This design comes from an exercise in tuning for small area, a short achievable clock period and few clock cycles per item on the open sky130 flow, not from production work.
Where RTL was checked, it was by simulation tests only, not by an equivalence proof against the original.
No driver is modelled on the clock port, so clock power and skew are understated where the tree is cut down; a real chip needs a root buffer or a tree.
Power and IR drop assume default switching activity.

Design sha256_padder, start of the top module:
module sha256_padder #(
    parameter int LEN_W = 19
) (
    input  logic         Clk,
    input  logic         Reset,
    input  logic [7:0]   InData,
    input  logic         InValid,
    input  logic         InLast,
    output logic         InReady,
    output logic [511:0] Chunk,
    output logic         ChunkValid,
    output logic         ChunkLast,
    input  logic         ChunkReady
);
    localparam int WR     = 0;   
    localparam int TOX    = 1;   
    localparam int CMT    = 2;   
    localparam int PAD    = 3;   
    localparam int P2W    = 4;   
    localparam int PADFIT = 5;   
    function automatic logic [5:0] ctl(input logic iv, input logic cv, input logic pend2,
                                 input logic xv, input logic xl, input logic il,
                                 input logic [7:1] ht, input logic [7:1] lt);
        logic c0, c1, fits, r_free, cmt, wr, pad;
        c0         = ~ht[1] & ~lt[1];
        c1         = ~ht[1] & lt[1] & ~lt[2];
        fits       = ~c0 & ~ht[7];                 
        r_free     = ~cv & ~pend2;
        cmt        = xv & xl & r_free;
        wr         = iv & ~c1 & r_free;
        pad        = (wr & il) | cmt;
        ctl[WR]     = wr;
        ctl[TOX]    = iv & ~pend2 & c1 & (~xv | cmt);
        ctl[CMT]    = cmt;
        ctl[PAD]    = pad;
        ctl[P2W]    = pend2 & ~cv;
        ctl[PADFIT] = pad & fits;
    endfunction
    logic [511:0] r_q;           
    logic         cv_q, cv_d;    
    logic         cvo_q;         
    logic         cl_q, cl_d;    
    logic         iv_q, iv_d;    
    logic [7:0]   id_q, id_d;
    logic         il_q, il_d;
    logic         rdy_q, rdy_d;  
    logic         xv_q, xv_d;    
    logic [7:0]   xd_q;
    logic         xl_q, xl_d;
    logic         pend2_q, pend2_d;    
    logic         p2_80_q, p2_80_d;    
    logic [9:0]   hi_q, hi_d;
  ...
export LEC_CHECK = 0
export CAP_MARGIN = 20
export CORE_MARGIN = 2
export CORE_UTILIZATION = 50
export SETUP_SLACK_MARGIN = 2.55
export SLEW_MARGIN = 60
export SYNTH_HIERARCHICAL = 1
export SYNTH_MINIMUM_KEEP_SIZE = 0
create_clock -name core_clock -period 4.5 [get_ports {Clk}]
standard.sh (not shown) runs the stock make flow with config.mk's settings and CLKGATE_MAP_FILE= SYNTH_SCRIPT=/design/flow/synth_recipe.tcl, a recipe that flattens the netlist after the stock synthesis.
==> flow/flow/run.sh <==
#!/bin/bash
# Standard ORFS layout with these changes: the port buffers use a small buffer cell, and the
# clock tree is a two-level tree built by flow/cts_pre.tcl (ORFS's PRE_CTS_TCL hook) in place
# of TritonCTS. Each ORFS step's full log is in orfs/logs/...; make's output is in flow.log.
set -euo pipefail
export BUFFER_PORTS_ARGS="-buffer_cell sky130_fd_sc_hd__buf_1"
export PRE_CTS_TCL="$PWD/flow/cts_pre.tcl"
bash standard.sh > flow.log 2>&1
Other scripts of this flow, unchanged in this note and not shown: flow/flow/cts_pre.tcl
Then changed:
--- a/flow/config.mk
+++ b/flow/config.mk
@@ -11,3 +11,3 @@
 export SETUP_SLACK_MARGIN = 2.55
-export SLEW_MARGIN = 60
+export SLEW_MARGIN = 20
 export SYNTH_HIERARCHICAL = 1
What happened: Hold slack gains 22 ps. Total power goes up slightly. Die area does not change.
No functional check of the RTL was part of any run of this note. No run of this note takes its clock network from TritonCTS; it comes from the design's own scripts or RTL.

---

sha256_padder, a different RTL version from the one above (not shown whole).
Size: about 570 flip-flops, about 530 I/O pins, ~19000 µm² of cells after synthesis.
==> flow/config.mk <==
export PLATFORM = sky130hd
export DESIGN_NAME = sha256_padder
export DESIGN_NICKNAME = sha256_padder
export VERILOG_FILES = /design/flow/design.v
export SDC_FILE = /design/flow/constraint.sdc
export NUM_CORES = 4
export LEC_CHECK = 0
export CAP_MARGIN = 20
export CORE_MARGIN = 2
export CORE_UTILIZATION = 50
export SETUP_SLACK_MARGIN = 2.45
export SLEW_MARGIN = 20
export SYNTH_HIERARCHICAL = 1
export SYNTH_MINIMUM_KEEP_SIZE = 0
==> flow/constraint.sdc <==
create_clock -name core_clock -period 4.5 [get_ports {Clk}]
set_input_delay 0.9000 -clock core_clock [delete_from_list [all_inputs] [get_ports {Clk}]]
set_output_delay 0.9000 -clock core_clock [all_outputs]
set_load 0.01 [all_outputs]
Scripts as last shown in full above: flow/flow/run.sh
Other scripts of this flow, unchanged in this note and not shown: flow/flow/cts_pre.tcl
Testbench counts at the start, summed over its fixed seeds: cycles 53,377, bytes 53,274.
Edit:
- PLACE_DENSITY: unset -> 0.65
- SETUP_SLACK_MARGIN: 2.45 -> 2.6
- TNS_END_PERCENT: unset -> 10
- The changed run went through all stages and came out clean
- cell count is higher by 0.75%
- final area is higher by 1.0%
- synthesized area is unchanged
- worst hold slack improves by 0.0039 ns
Edit:
- ABC_CLOCK_PERIOD_IN_PS: unset -> 1200
- PLACE_DENSITY: 0.65 -> unset
Via count hardly moves.
Global-route usage rises by 0.42 points.
Cell area stays flat.
Flip-flop and latch count does not change.
Edit:
- ABC_CLOCK_PERIOD_IN_PS: 1200 -> unset
- PLACE_DENSITY: unset -> 0.45
- SETUP_SLACK_MARGIN: 2.6 -> 2.45
- TNS_END_PERCENT: 10 -> unset
Effect: Critical path depth increases by 1; sequential share of layout area goes up by 0.21 points; total power came out lower by 1.0%; wire length is about the same; fmax is lower by 4.6%; synthesized cell count does not change; setup slack loses 0.096 ns; combinational power drops by about 4%; synthesized area is unchanged; utilization fell by 0.30 points; global-route usage decreases by 0.25 points.
In every run of this note, the design's own scripts or RTL, not TritonCTS, make the clock network.

---

Another version of the RTL of sha256_padder (not shown whole).
Size in the first run: about 570 flip-flops, roughly 530 I/O pins.
export LEC_CHECK = 0
export CAP_MARGIN = 20
export CORE_MARGIN = 2
export CORE_UTILIZATION = 50
export SETUP_SLACK_MARGIN = 2.6
export SLEW_MARGIN = 20
export SYNTH_HIERARCHICAL = 1
export SYNTH_MINIMUM_KEEP_SIZE = 0
export TNS_END_PERCENT = 10
create_clock -name core_clock -period 4.5 [get_ports {Clk}]
==> flow/flow/cts_pre.tcl <==
# Two-level clock tree, built in place of TritonCTS: the flip-flops are clustered by location
# (k-means), each cluster gets a leaf buffer at its centre; the leaf buffers are grouped the
# same way, and each group gets a root buffer at its centre, driven by the clock port.
proc my_two_level_cts {} {
  set block [ord::get_db_block]
  set db [ord::get_db]
  set leaf_master [$db findMaster $::my_cts_leaf]
  set root_master [$db findMaster sky130_fd_sc_hd__clkbuf_16]
  set clk_port [$block findBTerm $::my_cts_port]
  set clk_net [$clk_port getNet]
  set sinks {}
  set xs {}
  set ys {}
  foreach it [$clk_net getITerms] {
    set inst [$it getInst]
    set box [$inst getBBox]
    lappend sinks $it
    lappend xs [expr {([$box xMin] + [$box xMax]) / 2.0}]
    lappend ys [expr {([$box yMin] + [$box yMax]) / 2.0}]
  }
  set n [llength $sinks]
  set k [expr {int(ceil(double($n) / $::my_cts_size))}]
  # initial centres: sinks sorted by x then split into k groups, each group's mean
  set order [lsort -real -indices $xs]
  set cx {}
  set cy {}
  for {set c 0} {$c < $k} {incr c} {
    set lo [expr {$c * $n / $k}]
    set hi [expr {($c + 1) * $n / $k}]
    set sx 0.0; set sy 0.0
    for {set i $lo} {$i < $hi} {incr i} {
      set j [lindex $order $i]
      set sx [expr {$sx + [lindex $xs $j]}]
      set sy [expr {$sy + [lindex $ys $j]}]
    }
    lappend cx [expr {$sx / ($hi - $lo)}]
    lappend cy [expr {$sy / ($hi - $lo)}]
  }
  # k-means with a soft size limit: a sink goes to the nearest centre with room
  set cap [expr {int(ceil($n * 1.25 / $k))}]
  for {set iter 0} {$iter < 30} {incr iter} {
    set cnt [lrepeat $k 0]
    set assign {}
    for {set i 0} {$i < $n} {incr i} {
      set x [lindex $xs $i]; set y [lindex $ys $i]
      set ds {}
      for {set c 0} {$c < $k} {incr c} {
        lappend ds [expr {abs($x - [lindex $cx $c]) + abs($y - [lindex $cy $c])}]
      }
      set best -1
      foreach c [lsort -real -indices $ds] {
        if {[lindex $cnt $c] < $cap} { set best $c; break }
      }
      lset cnt $best [expr {[lindex $cnt $best] + 1}]
      lappend assign $best
    }
    set sx [lrepeat $k 0.0]; set sy [lrepeat $k 0.0]
    for {set i 0} {$i < $n} {incr i} {
      set c [lindex $assign $i]
      lset sx $c [expr {[lindex $sx $c] + [lindex $xs $i]}]
      lset sy $c [expr {[lindex $sy $c] + [lindex $ys $i]}]
    }
    for {set c 0} {$c < $k} {incr c} {
      if {[lindex $cnt $c] > 0} {
        lset cx $c [expr {[lindex $sx $c] / [lindex $cnt $c]}]
        lset cy $c [expr {[lindex $sy $c] / [lindex $cnt $c]}]
      }
    }
  }
  puts "my_cts: $n sinks in $k clusters of [lsort -integer $cnt]"
  # leaves grouped into r groups by k-means on their centres; one root buffer per group
  set r $::my_cts_roots
  set rorder [lsort -real -indices $cx]
  set rx {}; set ry {}
  for {set g 0} {$g < $r} {incr g} {
    set j [lindex $rorder [expr {int(($g + 0.5) * $k / $r)}]]
    lappend rx [lindex $cx $j]; lappend ry [lindex $cy $j]
  }
  set rcap [expr {int(ceil(double($k) / $r))}]
  for {set iter 0} {$iter < 30} {incr iter} {
    set rassign {}
    set gx [lrepeat $r 0.0]; set gy [lrepeat $r 0.0]; set gn [lrepeat $r 0]
    for {set c 0} {$c < $k} {incr c} {
      set ds {}
      for {set g 0} {$g < $r} {incr g} {
        lappend ds [expr {abs([lindex $cx $c] - [lindex $rx $g]) + abs([lindex $cy $c] - [lindex $ry $g])}]
      }
      set g -1
      foreach gg [lsort -real -indices $ds] {
        if {[lindex $gn $gg] < $rcap} { set g $gg; break }
      }
      lappend rassign $g
      lset gx $g [expr {[lindex $gx $g] + [lindex $cx $c]}]
      lset gy $g [expr {[lindex $gy $g] + [lindex $cy $c]}]
      lset gn $g [expr {[lindex $gn $g] + 1}]
    }
    for {set g 0} {$g < $r} {incr g} {
      if {[lindex $gn $g] > 0} {
        lset rx $g [expr {[lindex $gx $g] / [lindex $gn $g]}]
        lset ry $g [expr {[lindex $gy $g] / [lindex $gn $g]}]
      }
    }
  }
  puts "my_cts: leaves per root [lsort -integer $gn]"
  set root_nets {}
  set roots {}
  for {set g 0} {$g < $r} {incr g} {
    set root [odb::dbInst_create $block $root_master clkbuf_root_${g}_Clk]
    $root setLocation [expr {int([lindex $rx $g])}] [expr {int([lindex $ry $g])}]
    $root setPlacementStatus PLACED
    set root_net [odb::dbNet_create $block clknet_root_${g}_Clk]
    $root_net setSigType CLOCK
    [$root findITerm X] connect $root_net
    lappend root_nets $root_net
    lappend roots $root
  }
  set leaves {}
  for {set c 0} {$c < $k} {incr c} {
    set leaf [odb::dbInst_create $block $leaf_master clkbuf_leaf_${c}_Clk]
    $leaf setLocation [expr {int([lindex $cx $c])}] [expr {int([lindex $cy $c])}]
    $leaf setPlacementStatus PLACED
    set net [odb::dbNet_create $block clknet_leaf_${c}_Clk]
    $net setSigType CLOCK
    [$leaf findITerm X] connect $net
    [$leaf findITerm A] connect [lindex $root_nets [lindex $rassign $c]]
    lappend leaves $net
  }
  for {set i 0} {$i < $n} {incr i} {
    set it [lindex $sinks $i]
    $it disconnect
    $it connect [lindex $leaves [lindex $assign $i]]
  }
  foreach root $roots { [$root findITerm A] connect $clk_net }
  $clk_net setSigType CLOCK
}

# ORFS's cts.tcl sources this before its clock_tree_synthesis call: build the tree here and
# make that call do nothing. The rest of cts.tcl (legalisation, timing repair) then runs as usual.
set ::my_cts_leaf  sky130_fd_sc_hd__clkbuf_16
set ::my_cts_port  Clk
set ::my_cts_size  20
set ::my_cts_roots 4
my_two_level_cts
set_propagated_clock [all_clocks]
rename clock_tree_synthesis {}
proc clock_tree_synthesis {args} {
  puts "clock_tree_synthesis skipped: the clock tree was built by cts_pre.tcl"
}
Scripts as last shown in full above: flow/flow/run.sh
Next try:
- GPL_TIMING_DRIVEN: default -> 0
- SETUP_SLACK_MARGIN: 2.6 -> 2.45
- TNS_END_PERCENT: 10 -> default
=>
- sequential power increases by about 0.9%
- routed wire length increases by about 1.6%
- register-to-register slack is about the same
- clock skew decreases by 0.022 ns
- first-iteration DRC count decreases by about 3.5%
- worst hold slack gets worse by 0.058 ns
Next try:
--- a/flow/flow/cts_pre.tcl
+++ b/flow/flow/cts_pre.tcl
@@ -139 +139 @@
-set ::my_cts_leaf  sky130_fd_sc_hd__clkbuf_16
+set ::my_cts_leaf  sky130_fd_sc_hd__clkbuf_8
@@ -141 +141 @@
-set ::my_cts_size  20
+set ::my_cts_size  14
- GPL_TIMING_DRIVEN: 0 -> default
Effect: The changed run finished clean. Setup slack loses 0.042 ns. Sequential cell count is unchanged. Core utilization came out lower by 3.5 points. Die area does not change.
No run of this note included a check of the RTL's function; only the layout flow was run. In every run of this note, the design's own scripts or RTL, not TritonCTS, make the clock network.

---

Another version of the RTL of sha256_padder (not shown whole).
Size in the first run: roughly 1700 cells after synthesis, ~580 flip-flops, ~530 I/O pins, roughly 19000 µm² of cells after synthesis.
clock: 4.5 ns
lec_check: 0
cap_margin: 20
core_margin: 2
core_utilization: 50
setup_slack_margin: 2.32
slew_margin: 20
synth_hierarchical: 1
synth_minimum_keep_size: 0
==> flow/flow/run.sh <==
#!/bin/bash
# Standard ORFS layout with two changes: the port buffers use a small buffer cell, and
# clock tree synthesis adds no dummy loads. Each tool's output goes to ORFS's own logs
# (orfs/logs/...); this script's and make's output goes to flow.log here.
set -euo pipefail
export BUFFER_PORTS_ARGS="-buffer_cell sky130_fd_sc_hd__buf_1"
export CTS_ARGS="-sink_clustering_enable -repair_clock_nets -dont_use_dummy_load -sink_clustering_size 25 -sink_clustering_max_diameter 80"
bash standard.sh > flow.log 2>&1
The baseline finished clean.
Testbench counts at the start, summed over its fixed seeds: cycles 53,377, bytes 53,274.
Change:
- SETUP_SLACK_MARGIN: 2.32 -> 2.5
Result: Global-route usage goes up by 0.59 points; fmax drops by 0.59%; combinational power came out higher by 21%; power came out higher by 6.1%; flip-flop and latch count does not change; design area rises by 21%; worst hold slack improved by 0.0035 ns; die area stays the same; routed wire length increases by 4.1%; first-iteration DRC count falls by 1.9%; sequential power increases by about 0.7%.
Change:
- SETUP_SLACK_MARGIN: 2.5 -> 2.2
After rerunning: Global-route usage is lower by 0.59 points; critical path depth is lower by 3; die area is unchanged.

---

sha256_padder, a different RTL version from the one above (not shown whole).
Size: ~1600 cells after synthesis, ~570 flip-flops, ~530 I/O pins, roughly 19000 sq um of cells after synthesis.
Settings: LEC_CHECK=0, CAP_MARGIN=20, CORE_MARGIN=2, CORE_UTILIZATION=50, SETUP_SLACK_MARGIN=2.45, SLEW_MARGIN=20, SYNTH_HIERARCHICAL=1, SYNTH_MINIMUM_KEEP_SIZE=0; clock period 4.5 ns.
==> flow/flow/run.sh <==
#!/bin/bash
# Standard ORFS layout with these changes: the port buffers use a small buffer cell, and the
# clock tree is a two-level tree built by flow/cts_pre.tcl (ORFS's PRE_CTS_TCL hook) in place
# of TritonCTS. Each ORFS step's full log is in orfs/logs/...; make's output is in flow.log.
set -euo pipefail
export BUFFER_PORTS_ARGS="-buffer_cell sky130_fd_sc_hd__buf_1"
export PRE_CTS_TCL="$PWD/flow/cts_pre.tcl"
bash standard.sh > flow.log 2>&1
==> flow/flow/cts_pre.tcl <==
# Two-level clock tree, built in place of TritonCTS: the flip-flops are clustered by location
# (k-means), each cluster gets a leaf buffer at its centre; the leaf buffers are grouped the
# same way, and each group gets a root buffer at its centre, driven by the clock port.
proc my_two_level_cts {} {
  set block [ord::get_db_block]
  set db [ord::get_db]
  set leaf_master [$db findMaster $::my_cts_leaf]
  set root_master [$db findMaster sky130_fd_sc_hd__clkbuf_16]
  set clk_port [$block findBTerm $::my_cts_port]
  set clk_net [$clk_port getNet]
  set sinks {}
  set xs {}
  set ys {}
  foreach it [$clk_net getITerms] {
    set inst [$it getInst]
    set box [$inst getBBox]
    lappend sinks $it
    lappend xs [expr {([$box xMin] + [$box xMax]) / 2.0}]
    lappend ys [expr {([$box yMin] + [$box yMax]) / 2.0}]
  }
  set n [llength $sinks]
  set k [expr {int(ceil(double($n) / $::my_cts_size))}]
  # initial centres: sinks sorted by x then split into k groups, each group's mean
  set order [lsort -real -indices $xs]
  set cx {}
  set cy {}
  for {set c 0} {$c < $k} {incr c} {
    set lo [expr {$c * $n / $k}]
    set hi [expr {($c + 1) * $n / $k}]
    set sx 0.0; set sy 0.0
    for {set i $lo} {$i < $hi} {incr i} {
      set j [lindex $order $i]
      set sx [expr {$sx + [lindex $xs $j]}]
      set sy [expr {$sy + [lindex $ys $j]}]
    }
    lappend cx [expr {$sx / ($hi - $lo)}]
    lappend cy [expr {$sy / ($hi - $lo)}]
  }
  # k-means with a soft size limit: a sink goes to the nearest centre with room
  set cap [expr {int(ceil($n * 1.25 / $k))}]
  for {set iter 0} {$iter < 30} {incr iter} {
    set cnt [lrepeat $k 0]
    set assign {}
    for {set i 0} {$i < $n} {incr i} {
      set x [lindex $xs $i]; set y [lindex $ys $i]
      set ds {}
      for {set c 0} {$c < $k} {incr c} {
        lappend ds [expr {abs($x - [lindex $cx $c]) + abs($y - [lindex $cy $c])}]
      }
      set best -1
      foreach c [lsort -real -indices $ds] {
        if {[lindex $cnt $c] < $cap} { set best $c; break }
      }
      lset cnt $best [expr {[lindex $cnt $best] + 1}]
      lappend assign $best
    }
    set sx [lrepeat $k 0.0]; set sy [lrepeat $k 0.0]
    for {set i 0} {$i < $n} {incr i} {
      set c [lindex $assign $i]
      lset sx $c [expr {[lindex $sx $c] + [lindex $xs $i]}]
      lset sy $c [expr {[lindex $sy $c] + [lindex $ys $i]}]
    }
    for {set c 0} {$c < $k} {incr c} {
      if {[lindex $cnt $c] > 0} {
        lset cx $c [expr {[lindex $sx $c] / [lindex $cnt $c]}]
        lset cy $c [expr {[lindex $sy $c] / [lindex $cnt $c]}]
      }
    }
  }
  puts "my_cts: $n sinks in $k clusters of [lsort -integer $cnt]"
  # leaves grouped into r groups by k-means on their centres; one root buffer per group
  set r $::my_cts_roots
  set rorder [lsort -real -indices $cx]
  set rx {}; set ry {}
  for {set g 0} {$g < $r} {incr g} {
    set j [lindex $rorder [expr {int(($g + 0.5) * $k / $r)}]]
    lappend rx [lindex $cx $j]; lappend ry [lindex $cy $j]
  }
  for {set iter 0} {$iter < 30} {incr iter} {
    set rassign {}
    set gx [lrepeat $r 0.0]; set gy [lrepeat $r 0.0]; set gn [lrepeat $r 0]
    for {set c 0} {$c < $k} {incr c} {
      set ds {}
      for {set g 0} {$g < $r} {incr g} {
        lappend ds [expr {abs([lindex $cx $c] - [lindex $rx $g]) + abs([lindex $cy $c] - [lindex $ry $g])}]
      }
      set g [lindex [lsort -real -indices $ds] 0]
      lappend rassign $g
      lset gx $g [expr {[lindex $gx $g] + [lindex $cx $c]}]
      lset gy $g [expr {[lindex $gy $g] + [lindex $cy $c]}]
      lset gn $g [expr {[lindex $gn $g] + 1}]
    }
    for {set g 0} {$g < $r} {incr g} {
      if {[lindex $gn $g] > 0} {
        lset rx $g [expr {[lindex $gx $g] / [lindex $gn $g]}]
        lset ry $g [expr {[lindex $gy $g] / [lindex $gn $g]}]
      }
    }
  }
  puts "my_cts: leaves per root [lsort -integer $gn]"
  set root_nets {}
  set roots {}
  for {set g 0} {$g < $r} {incr g} {
    set root [odb::dbInst_create $block $root_master clkbuf_root_${g}_Clk]
    $root setLocation [expr {int([lindex $rx $g])}] [expr {int([lindex $ry $g])}]
    $root setPlacementStatus PLACED
    set root_net [odb::dbNet_create $block clknet_root_${g}_Clk]
    $root_net setSigType CLOCK
    [$root findITerm X] connect $root_net
    lappend root_nets $root_net
    lappend roots $root
  }
  set leaves {}
  for {set c 0} {$c < $k} {incr c} {
    set leaf [odb::dbInst_create $block $leaf_master clkbuf_leaf_${c}_Clk]
    $leaf setLocation [expr {int([lindex $cx $c])}] [expr {int([lindex $cy $c])}]
    $leaf setPlacementStatus PLACED
    set net [odb::dbNet_create $block clknet_leaf_${c}_Clk]
    $net setSigType CLOCK
    [$leaf findITerm X] connect $net
    [$leaf findITerm A] connect [lindex $root_nets [lindex $rassign $c]]
    lappend leaves $net
  }
  for {set i 0} {$i < $n} {incr i} {
    set it [lindex $sinks $i]
    $it disconnect
    $it connect [lindex $leaves [lindex $assign $i]]
  }
  foreach root $roots { [$root findITerm A] connect $clk_net }
  $clk_net setSigType CLOCK
}

# ORFS's cts.tcl sources this before its clock_tree_synthesis call: build the tree here and
# make that call do nothing. The rest of cts.tcl (legalisation, timing repair) then runs as usual.
set ::my_cts_leaf  sky130_fd_sc_hd__clkbuf_16
set ::my_cts_port  Clk
set ::my_cts_size  20
set ::my_cts_roots 4
my_two_level_cts
set_propagated_clock [all_clocks]
rename clock_tree_synthesis {}
proc clock_tree_synthesis {args} {
  puts "clock_tree_synthesis skipped: the clock tree was built by cts_pre.tcl"
}
Next try:
--- a/flow/flow/cts_pre.tcl
+++ b/flow/flow/cts_pre.tcl
@@ -78,0 +79 @@
+  set rcap [expr {int(ceil(double($k) / $r))}]
@@ -87 +88,4 @@
-      set g [lindex [lsort -real -indices $ds] 0]
+      set g -1
+      foreach gg [lsort -real -indices $ds] {
+        if {[lindex $gn $gg] < $rcap} { set g $gg; break }
+      }
Settings changed: SETUP_SLACK_MARGIN 2.45 to 2.6, TNS_END_PERCENT from default to 10.
=>
- clock power stays flat
- first-iteration DRC count drops by 7.0%
- final area climbs by 0.53%
- total power climbs by about 0.5%
- critical path depth climbs by 1
Next try:
Settings changed: SETUP_SLACK_MARGIN 2.6 to 2.45, TNS_END_PERCENT 10 to default.
After rerunning: Total power came out lower by 0.83%; hold slack is about the same; combinational power came out lower by about 4%; via count hardly moves; cell area came out lower by 0.71%; routed wire length came out lower by 0.51%; global-route usage came out lower by 0.18 points; sequential share of layout area came out higher by 0.35 points; worst setup slack loses 0.077 ns.
No run of this note included a check of the RTL's function; only the layout flow was run. No run of this note takes its clock network from TritonCTS; it comes from the design's own scripts or RTL.

static timing again, ports no longer ideal:
No port has a modelled driver above. Below, the same layouts with a new extraction and two added sets of constraints.
Step 1 (the two cells are an assumption about what drives the block):
set clk [get_ports {Clk}]
set_driving_cell -lib_cell sky130_fd_sc_hd__clkbuf_16 $clk
set_driving_cell -lib_cell sky130_fd_sc_hd__buf_2 [delete_from_list [all_inputs] $clk]
Step 2 moves the port delays by t, midway between the first and last clock arrival at a register: inputs arrive t later, outputs are due t later. That takes back most of the time a late clock gives input paths.
Slacks: ideal ports / drivers / drivers and shift; pairs: ideal ports / drivers.
run	t, ns	slack for setup (ns)	hold slack, ns	worst setup path at the end	pins driven straight from the clock port
the first run of note 1	0.488	2.482 / 2.447 / 2.210	0.425 / 0.346 / 0.464	input to register	4
the second run of note 1	0.493	2.453 / 2.435 / 2.232	0.448 / 0.448 / 0.448	input to register	4
the first run of note 2	0.484	2.460 / 2.410 / 2.460	0.446 / 0.446 / 0.446	register to register	4
the second run of note 2	0.473	2.405 / 2.405 / 2.405	0.450 / 0.450 / 0.450	register to register	4
the third run of note 2	0.472	2.507 / 2.442 / 2.507	0.444 / 0.444 / 0.444	register to register	4
the fourth run of note 2	0.490	2.411 / 2.411 / 2.411	0.441 / 0.441 / 0.441	register to register	4
the first run of note 3	0.486	2.475 / 2.425 / 2.475	0.436 / 0.436 / 0.436	register to register	4
the second run of note 3	0.486	2.465 / 2.427 / 2.465	0.378 / 0.270 / 0.446	register to register	4
the third run of note 3	0.481	2.423 / 2.423 / 2.423	0.453 / 0.453 / 0.453	register to register	4
the first run of note 4	0.651	2.326 / 2.288 / 2.326	0.437 / 0.402 / 0.454	register to register	1
the second run of note 4	0.653	2.313 / 2.295 / 2.313	0.440 / 0.406 / 0.454	register to register	1
the third run of note 4	0.653	2.218 / 2.218 / 2.218	0.442 / 0.409 / 0.453	register to register	1
the first run of note 5	0.479	2.400 / 2.398 / 2.400	0.451 / 0.451 / 0.451	register to register	4
the second run of note 5	0.476	2.504 / 2.393 / 2.504	0.452 / 0.452 / 0.452	register to register	4
the third run of note 5	0.474	2.427 / 2.393 / 2.427	0.453 / 0.453 / 0.453	register to register	4
After both steps every run listed still meets setup and hold. The setup slack of the first run of note 1, which loses most, moves by -0.035 ns with the drivers and by -0.272 ns with both steps.
